Background: an optimization exercise with open tools, aiming at small area. Do not read the settings as production practice.
In this exercise RTL edits were held to simulation tests only and were not proved equivalent to the original.
Power is estimated from default activity; no workload was simulated.

pepper:
==> flow/design.v <==
module mipsPipeline (
    input  logic        clk,
    input  logic        rst_n,
    output logic [29:0] iCacheAddr,
    input  logic [31:0] iCacheRdata,
    input  logic        iCacheStall,
    output logic        dCacheRen,
    output logic        dCacheWen,
    output logic [29:0] dCacheAddr,
    output logic [31:0] dCacheWdata,
    input  logic [31:0] dCacheRdata,
    input  logic        dCacheStall
);
    logic [4:0]  ph;         
    logic        clr;        
    logic [29:0] pc;         
    logic [28:0] ir;         
    logic        irW;        
    logic        exV;        
    logic        ctPend;     
    logic        ldPend;     
    logic        stPend;     
    logic        wbEn;       
    logic [4:0]  wd;         
    logic        cy;         
    logic        eq;         
    logic [31:0] d;          
    logic [31:0] a;          
    wire bnd = (ph == 5'd0);
    wire [4:0] j = ph - 5'd1;    
    wire [5:0] iop    = iCacheRdata[31:26];
    wire [2:0] icls;
    assign icls[2] = (iop == 6'h23) | (iop == 6'h2b) | (iop == 6'h04) | (iop == 6'h02);
    assign icls[1] = (iop == 6'h00) | (iop == 6'h08) | (iop == 6'h04) | (iop == 6'h02);
    assign icls[0] = (iop == 6'h08) | (iop == 6'h2b) | (iop == 6'h02);
    wire [2:0] cls    = ir[28:26];
    wire [5:0] fn     = ir[5:0];
    wire       isR    = (cls == 3'b010);
    wire       isAddi = (cls == 3'b011);
    wire       isLw   = (cls == 3'b100);
    wire       isSw   = (cls == 3'b101);
    wire       isBeq  = (cls == 3'b110);
    wire       isJ    = (cls == 3'b111);
    wire       isMem  = cls[2] & ~cls[1];
    wire       isCtrl = cls[2] & cls[1];
    wire       fSub   = isR & (fn == 6'h22);
    wire       fAnd   = isR & (fn == 6'h24);
    wire       fOr    = isR & (fn == 6'h25);
    wire       fSlt   = isR & (fn == 6'h2a);
    wire [4:0] rs     = ir[25:21];
    wire [4:0] rt     = ir[20:16];
    logic [31:0] tap;
    logic        wbAct;
    logic        wbit;
    assign tap[0] = 1'b0;
    logic [3:0] weLo;
    logic [7:0] weHi;
    always_comb begin
        for (int i = 0; i < 4; i++) weLo[i] = clr | (wbAct & (wd[1:0] == i));
        for (int i = 0; i < 8; i++) weHi[i] = clr | (wd[4:2] == i);
    end
    logic [3:0] weLo2;
    logic [7:0] weHi2;
    always_comb begin
        for (int i = 0; i < 4; i++) weLo2[i] = wbAct & (wd[1:0] == i);
        for (int i = 0; i < 8; i++) weHi2[i] = (wd[4:2] == i);
    end
    wire wbitC = wbit;
    genvar k;
    generate
        for (k = 1; k < 32; k++) begin : g_reg
            logic [31:0] r;
            wire we = weLo2[k % 4] & weHi2[k / 4];
            always_ff @(posedge clk) begin
                r <= {r[30:0], we ? wbitC : (r[31] & ~clr)};
            end
            assign tap[k] = r[0];
        end
    endgenerate
    wire rsb = tap[rs];
    wire rtb = tap[rt];
    wire [4:0] isel = (!isJ && j > 5'd15) ? 5'd15 : j;
    wire [31:0] irx = {6'b0, ir[25:0]};
    wire immb = irx[isel];
    wire [31:0] pcx = {2'b0, pc};
    wire pcb = pcx[j];
    wire sub  = fSub | fSlt;
    wire opA  = isCtrl ? pcb : rsb;
    wire opB  = (isJ ? 1'b0 : (isR ? rtb : immb)) ^ sub;
    wire cin  = (ph == 5'd1) ? sub : cy;
    wire sum  = opA ^ opB ^ cin;
    wire cout = (opA & opB) | (opA & cin) | (opB & cin);
    wire slt  = (rsb ^ rtb) ? rsb : sum;
    logic res;
    always_comb begin
        if (fAnd)                        res = rsb & rtb;
        else if (fOr)                    res = rsb | rtb;
        else if (fSlt)                   res = 1'b0;
        else if (isJ && j <= 5'd25)      res = immb;
        else                             res = sum;
    end
    wire dIn = isSw ? rtb : res;
    wire pend      = ldPend | stPend;
    assign dCacheRen   = bnd & ((exV & isLw) | ldPend) & ~dCacheStall;
    assign dCacheWen   = bnd & ((exV & isSw) | stPend) & ~dCacheStall;
    assign dCacheAddr  = {pend ? a[0] : sum, a[31:3]};
    assign dCacheWdata = {pend ? d[0] : rtb, d[31:1]};
    wire loadServe = dCacheRen;
    wire loadCap   = bnd & ((exV & isLw) | ldPend);    
    wire memBlock  = dCacheStall & ((exV & isMem) | pend);
    wire wbNow = (exV & (isR | isAddi)) | loadServe;
    assign wbAct = bnd ? wbNow : wbEn;
    always_comb begin
        if (bnd & loadServe)             wbit = dCacheRdata[0];
        else if (bnd & exV & fSlt)       wbit = slt;
        else                             wbit = d[1];
    end
    wire jumpNow = bnd & exV & (isJ | (isBeq & eq & (rsb ~^ rtb)));
    wire fetch = ~iCacheStall & ~irW & (~exV | bnd) & ~ctPend & ~jumpNow;
    wire start = bnd & (fetch | irW) & ~memBlock;
    wire ctUpd = ctPend & (ph == 5'd1) & ~iCacheStall;
    assign iCacheAddr = pc;
    always_ff @(posedge clk) begin
        if (!rst_n) begin
            ph     <= '0;
            clr    <= 1'b1;
            pc     <= '0;
            irW    <= 1'b0;
            exV    <= 1'b0;
            ctPend <= 1'b0;
            ldPend <= 1'b0;
            stPend <= 1'b0;
            wbEn   <= 1'b0;
        end else begin
            ph  <= ph + 5'd1;
            if (ph == 5'd31) clr <= 1'b0;
            if (fetch) pc <= pc + 30'd1;
            else if (ctUpd) pc <= d[29:0];
            irW <= (fetch | irW) & ~start;
            if (bnd) exV <= start;
            ctPend <= (jumpNow | ctPend) & ~ctUpd;
            ldPend <= (bnd & exV & isLw & dCacheStall) | (ldPend & ~(bnd & ~dCacheStall));
            stPend <= (bnd & exV & isSw & dCacheStall) | (stPend & ~(bnd & ~dCacheStall));
            if (bnd) wbEn <= wbNow;
        end
    end
    always_ff @(posedge clk) begin
        if (fetch) ir <= {icls, iCacheRdata[25:0]};
        cy <= cout;
        if (exV) eq <= ((ph == 5'd1) | eq) & (rsb ~^ rtb);
        if (exV && ph == 5'd31) wd <= isR ? ir[15:11] : ir[20:16];
        a <= {exV ? sum : a[0], a[31:1]};
        if (loadCap) d <= dCacheRdata;
        else d <= {exV ? dIn : d[0], d[31:1]};
    end
endmodule
clock: 7.5 ns
lec_check: 0
cap_margin: 20
core_margin: 2
core_utilization: 60
slew_margin: 20
standard.sh (not shown) runs the stock make flow with config.mk's settings and CLKGATE_MAP_FILE= SYNTH_SCRIPT=/design/flow/synth_recipe.tcl, a recipe that flattens the netlist after the stock synthesis.
==> flow/flow/run.sh <==
#!/bin/bash
# Standard ORFS layout, with smaller port buffers and a clock tree without dummy loads.
set -euo pipefail
bash standard.sh \
  "BUFFER_PORTS_ARGS=-buffer_cell sky130_fd_sc_hd__buf_1" \
  "CTS_ARGS=-sink_clustering_enable -repair_clock_nets -dont_use_dummy_load -buf_list sky130_fd_sc_hd__clkbuf_8 -sink_clustering_size 18 -sink_clustering_max_diameter 60" \
  finish > orfs_make.log 2>&1
Input changes introduced in cedar (baseline for comparison: pepper):
diff --git a/flow/design.v b/flow/design.v
--- a/flow/design.v
+++ b/flow/design.v
@@ -85,8 +85,9 @@
     wire [31:0] pcx = {2'b0, pc};
     wire pcb = pcx[j];
     wire sub  = fSub | fSlt;
-    wire opA  = isCtrl ? pcb : rsb;
-    wire opB  = (isJ ? 1'b0 : (isR ? rtb : immb)) ^ sub;
+    wire jLow = (j <= 5'd25);
+    wire opA  = isCtrl ? (pcb & ~(isJ & jLow)) : rsb;
+    wire opB  = (isJ ? (jLow & immb) : (isR ? rtb : immb)) ^ sub;
     wire cin  = (ph == 5'd1) ? sub : cy;
     wire sum  = opA ^ opB ^ cin;
     wire cout = (opA & opB) | (opA & cin) | (opB & cin);
@@ -96,7 +97,6 @@
         if (fAnd)                        res = rsb & rtb;
         else if (fOr)                    res = rsb | rtb;
         else if (fSlt)                   res = 1'b0;
-        else if (isJ && j <= 5'd25)      res = immb;
         else                             res = sum;
     end
     wire dIn = isSw ? rtb : res;
@@ -116,27 +116,30 @@
         else                             wbit = d[1];
     end
     wire jumpNow = bnd & exV & (isJ | (isBeq & eq & (rsb ~^ rtb)));
-    wire fetch = ~iCacheStall & ~irW & (~exV | bnd) & ~ctPend & ~jumpNow;
-    wire start = bnd & (fetch | irW) & ~memBlock;
-    wire ctUpd = ctPend & (ph == 5'd1) & ~iCacheStall;
+    wire fetch = ~iCacheStall & ~irW & (~exV | bnd) & ~ctPend;
+    wire start = bnd & (fetch | irW) & ~memBlock & ~jumpNow;
+    wire ctUpd = ctPend & (ph == 5'd1) & ~iCacheStall & ~clr;
     assign iCacheAddr = pc;
+    logic [30:0] pcT;
+    always_comb begin
+        pcT[0] = fetch;
+        for (int i = 0; i < 30; i++) pcT[i+1] = pcT[i] & pc[i];
+    end
+    always_ff @(posedge clk) pc <= ctUpd ? d[29:0] : pc ^ pcT[29:0];
     always_ff @(posedge clk) begin
         if (!rst_n) begin
             ph     <= '0;
             clr    <= 1'b1;
-            pc     <= '0;
             irW    <= 1'b0;
             exV    <= 1'b0;
-            ctPend <= 1'b0;
+            ctPend <= 1'b1;
             ldPend <= 1'b0;
             stPend <= 1'b0;
             wbEn   <= 1'b0;
         end else begin
             ph  <= ph + 5'd1;
             if (ph == 5'd31) clr <= 1'b0;
-            if (fetch) pc <= pc + 30'd1;
-            else if (ctUpd) pc <= d[29:0];
-            irW <= (fetch | irW) & ~start;
+            irW <= (fetch | irW) & ~start & ~jumpNow;
             if (bnd) exV <= start;
             ctPend <= (jumpNow | ctPend) & ~ctUpd;
             ldPend <= (bnd & exV & isLw & dCacheStall) | (ldPend & ~(bnd & ~dCacheStall));
@@ -151,6 +154,6 @@
         if (exV && ph == 5'd31) wd <= isR ? ir[15:11] : ir[20:16];
         a <= {exV ? sum : a[0], a[31:1]};
         if (loadCap) d <= dCacheRdata;
-        else d <= {exV ? dIn : d[0], d[31:1]};
+        else d <= {clr ? 1'b0 : exV ? dIn : d[0], d[31:1]};
     end
 endmodule
## What came out
- Compared to pepper, cedar shows a narrower setup margin.
- Internal power, cedar and pepper: smaller value in cedar
- Looking at reported leakage power, cedar sits 0.34 nW higher than pepper does.
- Fraction of standard cell area in multi-input logic: cedar < pepper
- The post-synthesis cell count in cedar sits 5.4% below the value recorded for pepper.
- Compared with pepper, cedar shows number of ordinary and repair buffers in the finished layout that has gone down slightly.
- Delta (cedar minus pepper): count of clock-buffer cells in the layout went up, detailed-route wire length went down 5.2%, total power -6.6%, complex-gate fraction of the synthesized area fell 1.7 points.

-- afterwards: timing with drivers on the ports --
The flow's constraints put no driver on any port. The routed layouts listed below were extracted and timed again, unchanged, in two steps.
Step 1 assumes that a clkbuf_16 drives the clock port and a buf_2 every other input.
Step 2, shift: input delay + t, output delay - t, t = (earliest + latest rising clock arrival at the registers) / 2. This alone moves slack from input paths to output paths.
a / b / c = no drivers / after step 1 / after step 2; a / b = the first two.
run | shift t [ns] | setup WS [ns] | clock arrival spread, ns | worst slew at a driven data input, ns | cell pins on the clock port's net
pepper | 0.684 | 0.873 / 0.820 / 1.504 | 0.100 / 0.100 | 0.07 | 1
cedar | 0.677 | 0.658 / 0.658 / 0.073 | 0.097 / 0.097 | 0.07 | 1
After both steps every run listed still meets setup and hold. For cedar, which loses most, drivers alone change the setup slack by 0.000 ns; drivers and shift together by -0.585 ns.
